This design comes from an exercise in tuning for small area on the open sky130 flow, not from production work.
The RTL was checked by simulation tests, not by an equivalence proof against the original design.
Power and IR drop assume default switching activity.

==> design.v <==
package c2d_pkg;
  localparam int NUM_LANES = 2;
  localparam int BYTE_W    = 8;
  localparam int WORD_W    = NUM_LANES * BYTE_W;
  localparam logic [1:0]  VC      = 2'd0;
  localparam logic [5:0]  DT_RAW8 = 6'h2A;
  localparam logic [5:0]  DT_FS   = 6'h00;
  localparam logic [5:0]  DT_FE   = 6'h01;
  localparam logic [15:0] WC      = 16'd36;   
  localparam int                LINE_WORDS = int'(WC) / NUM_LANES;
  localparam int                BEAT_W     = $clog2(LINE_WORDS);
  localparam logic [BEAT_W-1:0] LAST_BEAT  = BEAT_W'(LINE_WORDS - 1);
  localparam int                 TINIT_CYCLES = 100;
  localparam int                 TINIT_W      = $clog2(TINIT_CYCLES + 1);
  localparam logic [TINIT_W-1:0] TINIT_END    = TINIT_W'(TINIT_CYCLES);
  localparam int                 T_LPX     = 4;
  localparam int                 T_PREPARE = 3;
  localparam int                 T_ZERO    = 6;
  localparam int                 T_TRAIL   = 4;
  localparam int                 DWELL_W   = 4;
  localparam logic [DWELL_W-1:0] LPX_END   = DWELL_W'(T_LPX - 1);
  localparam logic [DWELL_W-1:0] PREP_END  = DWELL_W'(T_PREPARE - 1);
  localparam logic [DWELL_W-1:0] ZERO_END  = DWELL_W'(T_ZERO - 1);
  localparam logic [DWELL_W-1:0] TRAIL_END = DWELL_W'(T_TRAIL - 2);   
  localparam logic [BYTE_W-1:0] SYNC_BYTE = 8'hB8;
  localparam int FIFO_DEPTH = 32;
  localparam int FIFO_AW    = $clog2(FIFO_DEPTH);
  typedef logic [WORD_W-1:0] word_t;   
  typedef enum logic [1:0] {
    EVT_FS   = 2'd0,
    EVT_LINE = 2'd1,
    EVT_FE   = 2'd2
  } evt_kind_t;
endpackage
`timescale 1ns/1ps
module c2d_fifo #(
  parameter int WIDTH = c2d_pkg::WORD_W
) (
  input  logic     core_clk_i,
  input  logic     rst_n_i,
  input  logic     push_i,
  input  logic [WIDTH-1:0] data_i,
  input  logic     pop_i,
  output logic [WIDTH-1:0] data_o,
  output logic     empty_o,
  output logic     full_o
);
  logic [WIDTH-1:0] mem [c2d_pkg::FIFO_DEPTH];
  logic [c2d_pkg::FIFO_AW:0] wr_ptr_q;
  logic [c2d_pkg::FIFO_AW:0] rd_ptr_q;
  assign empty_o = (wr_ptr_q == rd_ptr_q);
  assign full_o  = (wr_ptr_q[c2d_pkg::FIFO_AW] != rd_ptr_q[c2d_pkg::FIFO_AW]) &&
                   (wr_ptr_q[c2d_pkg::FIFO_AW-1:0] == rd_ptr_q[c2d_pkg::FIFO_AW-1:0]);
  assign data_o = mem[rd_ptr_q[c2d_pkg::FIFO_AW-1:0]];   
  always_ff @(posedge core_clk_i or negedge rst_n_i) begin
    if (!rst_n_i) begin
      wr_ptr_q <= '0;
      rd_ptr_q <= '0;
    end else begin
      if (push_i && !full_o) begin
        wr_ptr_q <= wr_ptr_q + 1'b1;
      end
      if (pop_i && !empty_o) begin
        rd_ptr_q <= rd_ptr_q + 1'b1;
      end
    end
  end
  always_ff @(posedge core_clk_i) begin
    if (push_i && !full_o) begin
      mem[wr_ptr_q[c2d_pkg::FIFO_AW-1:0]] <= data_i;
    end
  end
endmodule
`timescale 1ns/1ps
module c2d_startup (
  input  logic core_clk_i,
  input  logic rst_n_i,
  output logic rst_n_o,
  output logic tinit_done_o
);
  logic [1:0]                  sync_q;
  logic [c2d_pkg::TINIT_W-1:0] tinit_cnt_q;
  always_ff @(posedge core_clk_i or negedge rst_n_i) begin
    if (!rst_n_i) begin
      sync_q <= '0;
    end else begin
      sync_q <= {sync_q[0], 1'b1};
    end
  end
  assign rst_n_o = sync_q[1];
  always_ff @(posedge core_clk_i or negedge rst_n_o) begin
    if (!rst_n_o) begin
      tinit_cnt_q <= '0;
    end else if (!tinit_done_o) begin
      tinit_cnt_q <= tinit_cnt_q + 1'b1;
    end
  end
  assign tinit_done_o = (tinit_cnt_q == c2d_pkg::TINIT_END);
endmodule
`timescale 1ns/1ps
module c2d_pixel2byte (
  input  logic                       core_clk_i,
  input  logic                       rst_n_i,
  input  logic                       tinit_done_i,
  input  logic                       fv_i,
  input  logic                       lv_i,
  input  logic                       dvalid_i,
  input  logic [c2d_pkg::BYTE_W-1:0] pixdata_d1_i,
  input  logic [c2d_pkg::BYTE_W-1:0] pixdata_d0_i,
  output logic                       evt_push_o,
  output c2d_pkg::evt_kind_t         evt_o,
  output logic                       word_push_o,
  output c2d_pkg::word_t             word_o
);
  logic fv_q;
  logic lv_q;
  logic armed_q;   
  logic fv_rise;
  logic fv_fall;
  logic lv_fall;
  logic frame_start;
  assign fv_rise     = fv_i && !fv_q;
  assign fv_fall     = !fv_i && fv_q;
  assign lv_fall     = !lv_i && lv_q;
  assign frame_start = fv_rise && tinit_done_i;
  always_ff @(posedge core_clk_i or negedge rst_n_i) begin
    if (!rst_n_i) begin
      fv_q        <= 1'b0;
      lv_q        <= 1'b0;
      armed_q     <= 1'b0;
      evt_push_o  <= 1'b0;
      word_push_o <= 1'b0;
    end else begin
      fv_q <= fv_i;
      lv_q <= lv_i;
      if (frame_start) begin
        armed_q <= 1'b1;
      end else if (fv_fall) begin
        armed_q <= 1'b0;   
      end
      evt_push_o  <= frame_start || (armed_q && (fv_fall || lv_fall));
      word_push_o <= armed_q && lv_i && dvalid_i;
    end
  end
  always_ff @(posedge core_clk_i) begin
    evt_o  <= fv_rise ? c2d_pkg::EVT_FS : (fv_fall ? c2d_pkg::EVT_FE : c2d_pkg::EVT_LINE);
    word_o <= {pixdata_d1_i, pixdata_d0_i};   
  end
endmodule
`timescale 1ns/1ps
module c2d_pkt_formatter (
  input  logic               core_clk_i,
  input  logic               rst_n_i,
  input  c2d_pkg::evt_kind_t evt_i,
  input  logic               evt_empty_i,
  output logic               evt_pop_o,
  input  c2d_pkg::word_t     word_i,
  input  logic               word_empty_i,
  output logic               word_pop_o,
  output logic               hs_req_o,
  input  logic               hs_ack_i,
  output c2d_pkg::word_t     pkt_word_o
);
  typedef enum logic [2:0] {
    F_IDLE,
    F_REQ,
    F_HDR0,
    F_HDR1,
    F_PAY,
    F_CRC,
    F_WAIT
  } fstate_t;
  fstate_t state_q;
  fstate_t state_d;
  logic [15:0]                frame_q;   
  logic [c2d_pkg::BEAT_W-1:0] beat_q;
  logic                       start_ok;
  logic [7:0]  di_q;
  logic [15:0] field_q;   
  logic        long_q;
  logic [15:0] crc_q;
  logic [7:0]  ecc;
  function automatic logic [5:0] ecc6(input logic [23:0] d);
    logic [5:0] p;
    p[0] = ^(d & 24'hF12CB7);
    p[1] = ^(d & 24'hF2555B);
    p[2] = ^(d & 24'h749A6D);
    p[3] = ^(d & 24'hB8E38E);
    p[4] = ^(d & 24'hDF03F0);
    p[5] = ^(d & 24'hEFFC00);
    ecc6 = p;
  endfunction
  function automatic logic [15:0] crc_byte(input logic [15:0] crc_in, input logic [7:0] data);
    logic [15:0] c;
    c = crc_in;
    for (int i = 0; i < 8; i++) begin
      if (c[0] ^ data[i]) begin
        c = (c >> 1) ^ 16'h8408;
      end else begin
        c = c >> 1;
      end
    end
    crc_byte = c;
  endfunction
  assign ecc = {2'b00, ecc6({field_q, di_q})};
  assign start_ok   = !evt_empty_i && ((evt_i != c2d_pkg::EVT_LINE) || !word_empty_i);
  assign evt_pop_o  = (state_q == F_IDLE) && start_ok;
  assign word_pop_o = (state_q == F_PAY) && !word_empty_i;
  assign hs_req_o   = (state_q != F_IDLE) && (state_q != F_WAIT);
  always_comb begin
    state_d = state_q;
    case (state_q)
      F_IDLE: if (start_ok) state_d = F_REQ;
      F_REQ:  if (hs_ack_i) state_d = F_HDR0;
      F_HDR0: state_d = F_HDR1;
      F_HDR1: state_d = long_q ? F_PAY : F_WAIT;
      F_PAY:  if (word_pop_o && beat_q == c2d_pkg::LAST_BEAT) state_d = F_CRC;
      F_CRC:  state_d = F_WAIT;
      F_WAIT: if (!hs_ack_i) state_d = F_IDLE;   
      default: state_d = F_IDLE;
    endcase
  end
  always_comb begin
    case (state_q)
      F_HDR0:  pkt_word_o = {field_q[7:0], di_q};
      F_HDR1:  pkt_word_o = {ecc, field_q[15:8]};
      F_PAY:   pkt_word_o = word_i;
      F_CRC:   pkt_word_o = crc_q;   
      default: pkt_word_o = '0;
    endcase
  end
  always_ff @(posedge core_clk_i or negedge rst_n_i) begin
    if (!rst_n_i) begin
      state_q <= F_IDLE;
      frame_q <= '0;
      beat_q  <= '0;
    end else begin
      state_q <= state_d;
      if (evt_pop_o && evt_i == c2d_pkg::EVT_FS) begin
        frame_q <= frame_q + 1'b1;
      end
      if (state_q != F_PAY) begin
        beat_q <= '0;
      end else if (word_pop_o) begin
        beat_q <= beat_q + 1'b1;
      end
    end
  end
  always_ff @(posedge core_clk_i) begin
    if (evt_pop_o) begin
      long_q <= (evt_i == c2d_pkg::EVT_LINE);
      crc_q  <= 16'hFFFF;
      case (evt_i)
        c2d_pkg::EVT_FS: begin
          di_q    <= {c2d_pkg::VC, c2d_pkg::DT_FS};
          field_q <= frame_q + 1'b1;   
        end
        c2d_pkg::EVT_FE: begin
          di_q    <= {c2d_pkg::VC, c2d_pkg::DT_FE};
          field_q <= frame_q;
        end
        default: begin
          di_q    <= {c2d_pkg::VC, c2d_pkg::DT_RAW8};
          field_q <= c2d_pkg::WC;
        end
      endcase
    end else if (word_pop_o) begin
      crc_q <= crc_byte(crc_byte(crc_q, word_i[c2d_pkg::BYTE_W-1:0]),
                        word_i[c2d_pkg::WORD_W-1:c2d_pkg::BYTE_W]);
    end
  end
endmodule
`timescale 1ns/1ps
module c2d_lane_ctrl (
  input  logic           core_clk_i,
  input  logic           rst_n_i,
  input  logic           hs_req_i,
  output logic           hs_ack_o,
  input  c2d_pkg::word_t pkt_word_i,
  output logic           lp_p_o,
  output logic           lp_n_o,
  output logic           hs_data_en_o,
  output c2d_pkg::word_t hs_data_o
);
  typedef enum logic [2:0] {
    ST_LP11,
    ST_LP01,
    ST_LP00,
    ST_ZERO,
    ST_SYNC,
    ST_DATA,
    ST_TRAIL
  } lstate_t;
  lstate_t                     state_q;
  lstate_t                     state_d;
  logic [c2d_pkg::DWELL_W-1:0] cnt_q;   
  c2d_pkg::word_t              last_q;   
  c2d_pkg::word_t              trail_word;
  always_comb begin
    state_d = state_q;
    case (state_q)
      ST_LP11:  if (hs_req_i && cnt_q != '0) state_d = ST_LP01;   
      ST_LP01:  if (cnt_q == c2d_pkg::LPX_END) state_d = ST_LP00;
      ST_LP00:  if (cnt_q == c2d_pkg::PREP_END) state_d = ST_ZERO;
      ST_ZERO:  if (cnt_q == c2d_pkg::ZERO_END) state_d = ST_SYNC;
      ST_SYNC:  state_d = ST_DATA;
      ST_DATA:  if (!hs_req_i) state_d = ST_TRAIL;
      ST_TRAIL: if (cnt_q == c2d_pkg::TRAIL_END) state_d = ST_LP11;
      default:  state_d = ST_LP11;
    endcase
  end
  always_ff @(posedge core_clk_i or negedge rst_n_i) begin
    if (!rst_n_i) begin
      state_q <= ST_LP11;
      cnt_q   <= '0;
    end else begin
      state_q <= state_d;
      if (state_d != state_q || (state_q == ST_LP11 && !hs_req_i)) begin
        cnt_q <= '0;
      end else begin
        cnt_q <= cnt_q + 1'b1;
      end
    end
  end
  always_ff @(posedge core_clk_i) begin
    if (state_q == ST_DATA && hs_req_i) begin
      last_q <= pkt_word_i;
    end
  end
  always_comb begin
    for (int l = 0; l < c2d_pkg::NUM_LANES; l++) begin
      trail_word[l*c2d_pkg::BYTE_W +: c2d_pkg::BYTE_W] =
        {c2d_pkg::BYTE_W{~last_q[l*c2d_pkg::BYTE_W + c2d_pkg::BYTE_W - 1]}};
    end
  end
  assign lp_p_o       = (state_q == ST_LP11);
  assign lp_n_o       = (state_q == ST_LP11) || (state_q == ST_LP01);
  assign hs_ack_o     = (state_q == ST_SYNC) || (state_q == ST_DATA) || (state_q == ST_TRAIL);
  assign hs_data_en_o = hs_ack_o || (state_q == ST_ZERO);
  always_comb begin
    case (state_q)
      ST_SYNC:  hs_data_o = {c2d_pkg::NUM_LANES{c2d_pkg::SYNC_BYTE}};
      ST_DATA:  hs_data_o = hs_req_i ? pkt_word_i : trail_word;   
      ST_TRAIL: hs_data_o = trail_word;
      default:  hs_data_o = '0;   
    endcase
  end
endmodule
`timescale 1ns/1ps
module c2d_top (
  input  logic                       core_clk_i,
  input  logic                       rst_n_i,
  input  logic                       fv_i,
  input  logic                       lv_i,
  input  logic                       dvalid_i,
  input  logic [c2d_pkg::BYTE_W-1:0] pixdata_d1_i,
  input  logic [c2d_pkg::BYTE_W-1:0] pixdata_d0_i,
  output logic                       tinit_done_o,
  output logic                       lp_p_o,
  output logic                       lp_n_o,
  output logic                       hs_data_en_o,
  output c2d_pkg::word_t             hs_data_o,
  output logic                       d_hs_req_o,
  output logic                       d_hs_ack_o
);
  logic               core_rstn_w;   
  logic               evt_push_w;
  c2d_pkg::evt_kind_t evt_in_w;
  c2d_pkg::evt_kind_t evt_out_w;
  logic [1:0]         evt_out_raw_w;
  logic               evt_empty_w;
  logic               evt_pop_w;
  logic               word_push_w;
  c2d_pkg::word_t     word_in_w;
  c2d_pkg::word_t     word_out_w;
  logic               word_empty_w;
  logic               word_pop_w;
  c2d_pkg::word_t     pkt_word_w;
  c2d_startup i_startup (
    .core_clk_i   (core_clk_i),
    .rst_n_i      (rst_n_i),
    .rst_n_o      (core_rstn_w),
    .tinit_done_o (tinit_done_o)
  );
  c2d_pixel2byte i_pixel2byte (
    .core_clk_i   (core_clk_i),
    .rst_n_i      (core_rstn_w),
    .tinit_done_i (tinit_done_o),
    .fv_i         (fv_i),
    .lv_i         (lv_i),
    .dvalid_i     (dvalid_i),
    .pixdata_d1_i (pixdata_d1_i),
    .pixdata_d0_i (pixdata_d0_i),
    .evt_push_o   (evt_push_w),
    .evt_o        (evt_in_w),
    .word_push_o  (word_push_w),
    .word_o       (word_in_w)
  );
  c2d_fifo #(.WIDTH(2)) i_evt_fifo (
    .core_clk_i (core_clk_i),
    .rst_n_i    (core_rstn_w),
    .push_i     (evt_push_w),
    .data_i     (evt_in_w),
    .pop_i      (evt_pop_w),
    .data_o     (evt_out_raw_w),
    .empty_o    (evt_empty_w),
    .full_o     ()
  );
  assign evt_out_w = c2d_pkg::evt_kind_t'(evt_out_raw_w);
  c2d_fifo #(.WIDTH(c2d_pkg::WORD_W)) i_word_fifo (
    .core_clk_i (core_clk_i),
    .rst_n_i    (core_rstn_w),
    .push_i     (word_push_w),
    .data_i     (word_in_w),
    .pop_i      (word_pop_w),
    .data_o     (word_out_w),
    .empty_o    (word_empty_w),
    .full_o     ()
  );
  c2d_pkt_formatter i_formatter (
    .core_clk_i   (core_clk_i),
    .rst_n_i      (core_rstn_w),
    .evt_i        (evt_out_w),
    .evt_empty_i  (evt_empty_w),
    .evt_pop_o    (evt_pop_w),
    .word_i       (word_out_w),
    .word_empty_i (word_empty_w),
    .word_pop_o   (word_pop_w),
    .hs_req_o     (d_hs_req_o),
    .hs_ack_i     (d_hs_ack_o),
    .pkt_word_o   (pkt_word_w)
  );
  c2d_lane_ctrl i_lane_ctrl (
    .core_clk_i   (core_clk_i),
    .rst_n_i      (core_rstn_w),
    .hs_req_i     (d_hs_req_o),
    .hs_ack_o     (d_hs_ack_o),
    .pkt_word_i   (pkt_word_w),
    .lp_p_o       (lp_p_o),
    .lp_n_o       (lp_n_o),
    .hs_data_en_o (hs_data_en_o),
    .hs_data_o    (hs_data_o)
  );
endmodule
==> run.sh <==
#!/bin/bash
# synth_recipe.tcl (not shown) runs the flow's synth.tcl, then flattens the netlist and writes it again
# the make line also repeats each setting of config.mk as NAME=value (left out here)
make -C /OpenROAD-flow-scripts/flow DESIGN_CONFIG=/design/flow/config.mk WORK_HOME=/design/flow/orfs CLKGATE_MAP_FILE= SYNTH_SCRIPT=/design/flow/synth_recipe.tcl finish
==> config.mk <==
export PLATFORM = sky130hd
export DESIGN_NAME = c2d_top
export DESIGN_NICKNAME = c2d_top
export VERILOG_FILES = /design/flow/design.v
export SDC_FILE = /design/flow/constraint.sdc
export NUM_CORES = 4
export LEC_CHECK = 0
export CAP_MARGIN = 20
export CORE_MARGIN = 2
export CORE_UTILIZATION = 40
export SLEW_MARGIN = 20
==> constraint.sdc <==
create_clock -name core_clock -period 6.0 [get_ports {core_clk_i}]
set_input_delay 1.2000 -clock core_clock [delete_from_list [all_inputs] [get_ports {core_clk_i}]]
set_output_delay 1.2000 -clock core_clock [all_outputs]
set_load 0.01 [all_outputs]
==> flow_summary_export.csv <==
group,metric,value,unit
job,timing.max_cap.violations,0,
timing,finalHoldViolations,0,
floorplanning,top_ports,43,
yosys,synth_seq_area_share,0.697,
cts,clk_path_buf_depth,3,
timing,timing.final.crit_period,5.66,ns
drt,wl,69900,microns
floorplanning,fp.dieArea,75200,sq um
timing,totalNegativeSetupSlack,0,ns
pwr,power.static_leakage,11.0,nW
global_route,grt_max_degree,68,
drt,detail-route-antenna-nets,0,
critical_path,cell_breakdown_of_the_critical_path,"nand3b_1, o22ai_1, a2111oi_0, a21oi_1, nor2_1, or3_1, a221oi_1, o21a_1, clkdlybuf4s50_1",
critical_path,worst_path_largest_cell_delay,0.78,ns
critical_path,cp_data_arrival_time,4.46,ns
floorplanning,die_width,274,microns
outcome,outcome,"no timing/DRC/antenna violations",
place,dpl.cell_count,2668,
pwr,power.share.sequential,0.553,
drt,detailedRoute.firstPassIterationCount,5,
yosys,synth_area,29200,sq um
pwr,clock_power_share,0.445,
cells_and_area,most_common_cell_after_layout_fill_and_taps_aside,"sky130_fd_sc_hd__edfxtp_1",
yosys,synth_edf_count,597,
drt,detail_route.iter0.violations,1534,
cts,cts.repair.resized,0,
global_route,number_of_antenna_violations_at_the_first_check_in_global_routing,0,
floorplanning,placement_rows,99,
critical_path,critical_path.startpoint,"i_word_fifo.rd_ptr_q[2]",
drt,dr_total_vias,15600,
cts,htree_num_levels,3,
worst_hold_path,holdCritPathClass,"reg2reg",
global_route,first_global_vias,15700,
cts,numClockSinks,700,
yosys,number_of_warnings_reported_in_the_yosys_synthesis_log,6,
critical_path,path_delay_family,"compound AO/OA/AOI/OAI gates",
cells_and_area,final_layout_size_suffix_gt1_frac,0.203,
critical_path,worst_path_buffer_plus_inverter_count,1,
place,place_congestion,0.855,
pwr,irDropWorstVdd,0.000215,V
pwr,pwr-share-comb,0.002,
drt,post_drt_via_cell_ratio,5.55,
critical_path,timing.critical_path.fanout_max,33,
yosys,synth-async-reset-ratio,0.0986,
pwr,cellPowerDensity,292,nW/um^2
cts,clock_tree_from_tritoncts,"yes",
cts,post-cts-setup-buffers,0,
yosys,syn_avg_cell_area,17.0,sq um
yosys,yosys.cell_types.count,71,
critical_path,crit_path_top_delay_cell,"sky130_fd_sc_hd__dfrtp_4",
timing,max_clock_freq,0.177,GHz
yosys,dominantRegCellSynth,"sky130_fd_sc_hd__edfxtp_1",
timing,grt_setup_unrepaired,"false",
drt,drc,0,
yosys,post-synth-top-area-fraction,0.614,
timing,setup_skew_after_layout,0.0220,ns
critical_path,r2r_start,"i_word_fifo.rd_ptr_q[0]",
global_route,grt-ovfl-total,0,
global_route,grt_first_pass_wirelength,103000,microns
pwr,p_sw_frac,0.204,
floorplanning,coreArea,72600,sq um
yosys,post_synth_inst_count,1713,
timing,timing.max_slew.rel_slack,0.296,
cts,clock_latency_of_the_later_clocked_register_in_the_worst_skew_pair,0.62,ns
floorplanning,die_h,274,microns
cells_and_area,area_growth_synth_to_finish,13.5,%
cts,cts_buffers,75,
cells_and_area,antenna-diode-count,0,
drt,final_routed_wire_length_divided_by_cell_count,24.9,microns
yosys,synth.top_cells.by_area,"sky130_fd_sc_hd__edfxtp_1 (61%), sky130_fd_sc_hd__mux4_2 (10%), sky130_fd_sc_hd__dfrtp_1 (5.9%)",
timing,setup-violations-final,0,
cells_and_area,layout.nets,1828,
critical_path,timing.setup.critical_path_class,"reg2out",
worst_hold_path,origin_of_the_worst_min_delay_path,"i_startup.sync_q[0]",
timing,slew_viol_final,0,
critical_path,worst_setup_path_end_kind,"output port",
yosys,synthesis.nets,1753,
cts,hold_buffers,0,
timing,final.period_utilization,0.944,
floorplanning,initial_utilization,0.402,
critical_path,timing.critical_path.from_type,"flip-flop",
cts,clk_pin_slew,0.06,ns
cts,cts_root_buffer,"sky130_fd_sc_hd__clkbuf_16",
timing,worst-slew-pin-transition,1.06,ns
critical_path,cp_data_required_time,4.80,ns
global_route,grt.total_usage,0.187,
pwr,p_switching,0.00197,W
yosys,leading_area_contributor_after_synthesis,"sky130_fd_sc_hd__edfxtp_1",
cells_and_area,most-common-layout-cells,"sky130_fd_sc_hd__edfxtp_1 (597), sky130_fd_sc_hd__mux4_2 (136), sky130_fd_sc_hd__nor2_1 (99)",
yosys,postSynthRegisterBits,700,
cells_and_area,final-instance-count-excl-fill,2807,
place,place_hpwl,41700,microns
pwr,cell_int_power,0.00771,W
place,port_buffers,42,
[layout make-up]
cell class | count | area (sq um)
fillers | 6255 | 39400
flip-flops and latches | 700 | 20400
multi-input cells | 894 | 8400
clock buffers | 103 | 2050
well taps | 959 | 1200
repair buffers | 88 | 816
clock inverters | 34 | 210
inverters | 29 | 109
[state kept, by name, summed over array words and instances, names as in the netlist, 3 cells and up]
register,flops
i_formatter.state_q,3
i_word_fifo.rd_ptr_q,6
i_lane_ctrl.state_q,3
i_evt_fifo.mem,64
i_formatter.field_q,16
i_word_fifo.mem,512
i_formatter.beat_q,5
i_formatter.frame_q,16
i_pixel2byte.word_o,16
i_evt_fifo.wr_ptr_q,6
i_lane_ctrl.cnt_q,4
i_formatter.crc_q,16
i_word_fifo.wr_ptr_q,6
i_evt_fifo.rd_ptr_q,6
i_startup.tinit_cnt_q,7
[power groups by stage]
stage	combinational [W]	clock [W]	sequential, W
2_1_floorplan	0.00000110	0	0.00543
3_3_place_gp	0.0000154	0	0.00546
3_5_place_dp	0.0000156	0	0.00546
4_1_cts	0.0000158	0.00441	0.00536
5_1_grt	0.0000167	0.00462	0.00536
6_report	0.0000154	0.00431	0.00536
[routing by layer]
| layer | GRT usage | up-vias | part of all wire |
|---|---|---|---|
| met5 | 0 | - | 0 |
| met4 | 0.0589 | 0 | 0.023 |
| met3 | 0.0412 | 101 | 0.075 |
| met2 | 0.300 | 546 | 0.47 |
| met1 | 0.257 | 8117 | 0.43 |
| li1 | - | 6819 | - |
[path summary, 6_finish.rpt]
path | to | slack, ns | cells past startpoint
setup / recovery | hs_data_o[11] | 0.34 | 9
setup reg to reg | i_formatter.crc_q[0] | 1.36 | 11
max in group asynchronous | i_word_fifo.rd_ptr_q[1] | 4.75 | 0
hold reg to reg | i_startup.sync_q[1] | 0.36 | 0
hold / removal | i_startup.sync_q[1] | 0.36 | 0
min in group asynchronous | i_startup.tinit_cnt_q[4] | 0.48 | 0
[synthesized netlist by cell type (13+ instances only)]
cell and count:
sky130_fd_sc_hd__a21oi_1 51, sky130_fd_sc_hd__dfxtp_1 34, sky130_fd_sc_hd__mux4_2 136, sky130_fd_sc_hd__clkbuf_1 46, sky130_fd_sc_hd__nand4_1 16, sky130_fd_sc_hd__mux2_2 18
sky130_fd_sc_hd__buf_2 18, sky130_fd_sc_hd__ha_1 19, sky130_fd_sc_hd__nor2_1 131, sky130_fd_sc_hd__dfrtp_1 69, sky130_fd_sc_hd__edfxtp_1 597, sky130_fd_sc_hd__xnor2_1 98
sky130_fd_sc_hd__o221ai_1 13, sky130_fd_sc_hd__nand2_1 87, sky130_fd_sc_hd__inv_1 27, sky130_fd_sc_hd__xor2_1 46, sky130_fd_sc_hd__a211oi_1 22, sky130_fd_sc_hd__mux2i_1 38
sky130_fd_sc_hd__nand3_1 23, sky130_fd_sc_hd__o21ai_0 36
[through the flow]
| step | hold slack, ns | power (W) | setup WS (ns) | utilization | instance area [sq um] |
|---|---|---|---|---|---|
| finish | 0.357 | 0.00969 | 0.338 | 0.457 | 33100 |
| global route | 0.373 | 0.0100 | 0.207 | 0.457 | 33100 |
| CTS | 0.364 | 0.00978 | 0.168 | 0.456 | 33100 |
| detailed placement | 0.350 | 0.00548 | 0.864 | 0.425 | 30800 |
| global placement | 0.339 | 0.00547 | 0.860 | 0.425 | 30800 |
| floorplan | 0.331 | 0.00543 | 2.13 | - | 29200 |
[kinds of logic after synthesis]
kind of cell    after synthesis  share of synthesized area
compound gates              206                     0.0472
xor+xnor                    155                     0.0507
simple gates                318                     0.0494
buf+inv                     119                     0.0207
other cells                   1                   0.000128
fa+ha+maj                    19                    0.00814
flops                       700                      0.697
mux                         195                      0.127

separate check: timing with driven ports:
The flow's constraints put no driver on any port. The routed layout listed below was extracted and timed again, unchanged, in two steps. Step 1: set_driving_cell puts a clkbuf_16 on core_clk_i and a buf_2 on each other input, an assumption about the parent block. Step 2 also shifts input and output timing later by t, the mid clock arrival at the registers, as if the neighbouring blocks saw the same clock. Three values: ideal ports, drivers, drivers and shift; two values: the first two.
t (ns): 0.672
setup slack, ns: 0.338 / 0.276 / 0.948
worst register clock-pin slew, ns: 0.06 / 0.06
worst data-port slew with drivers (ns): 0.05
After both steps this run still meets setup and hold. The setup slack of this run moves by -0.062 ns with the drivers and by +0.610 ns with both steps.
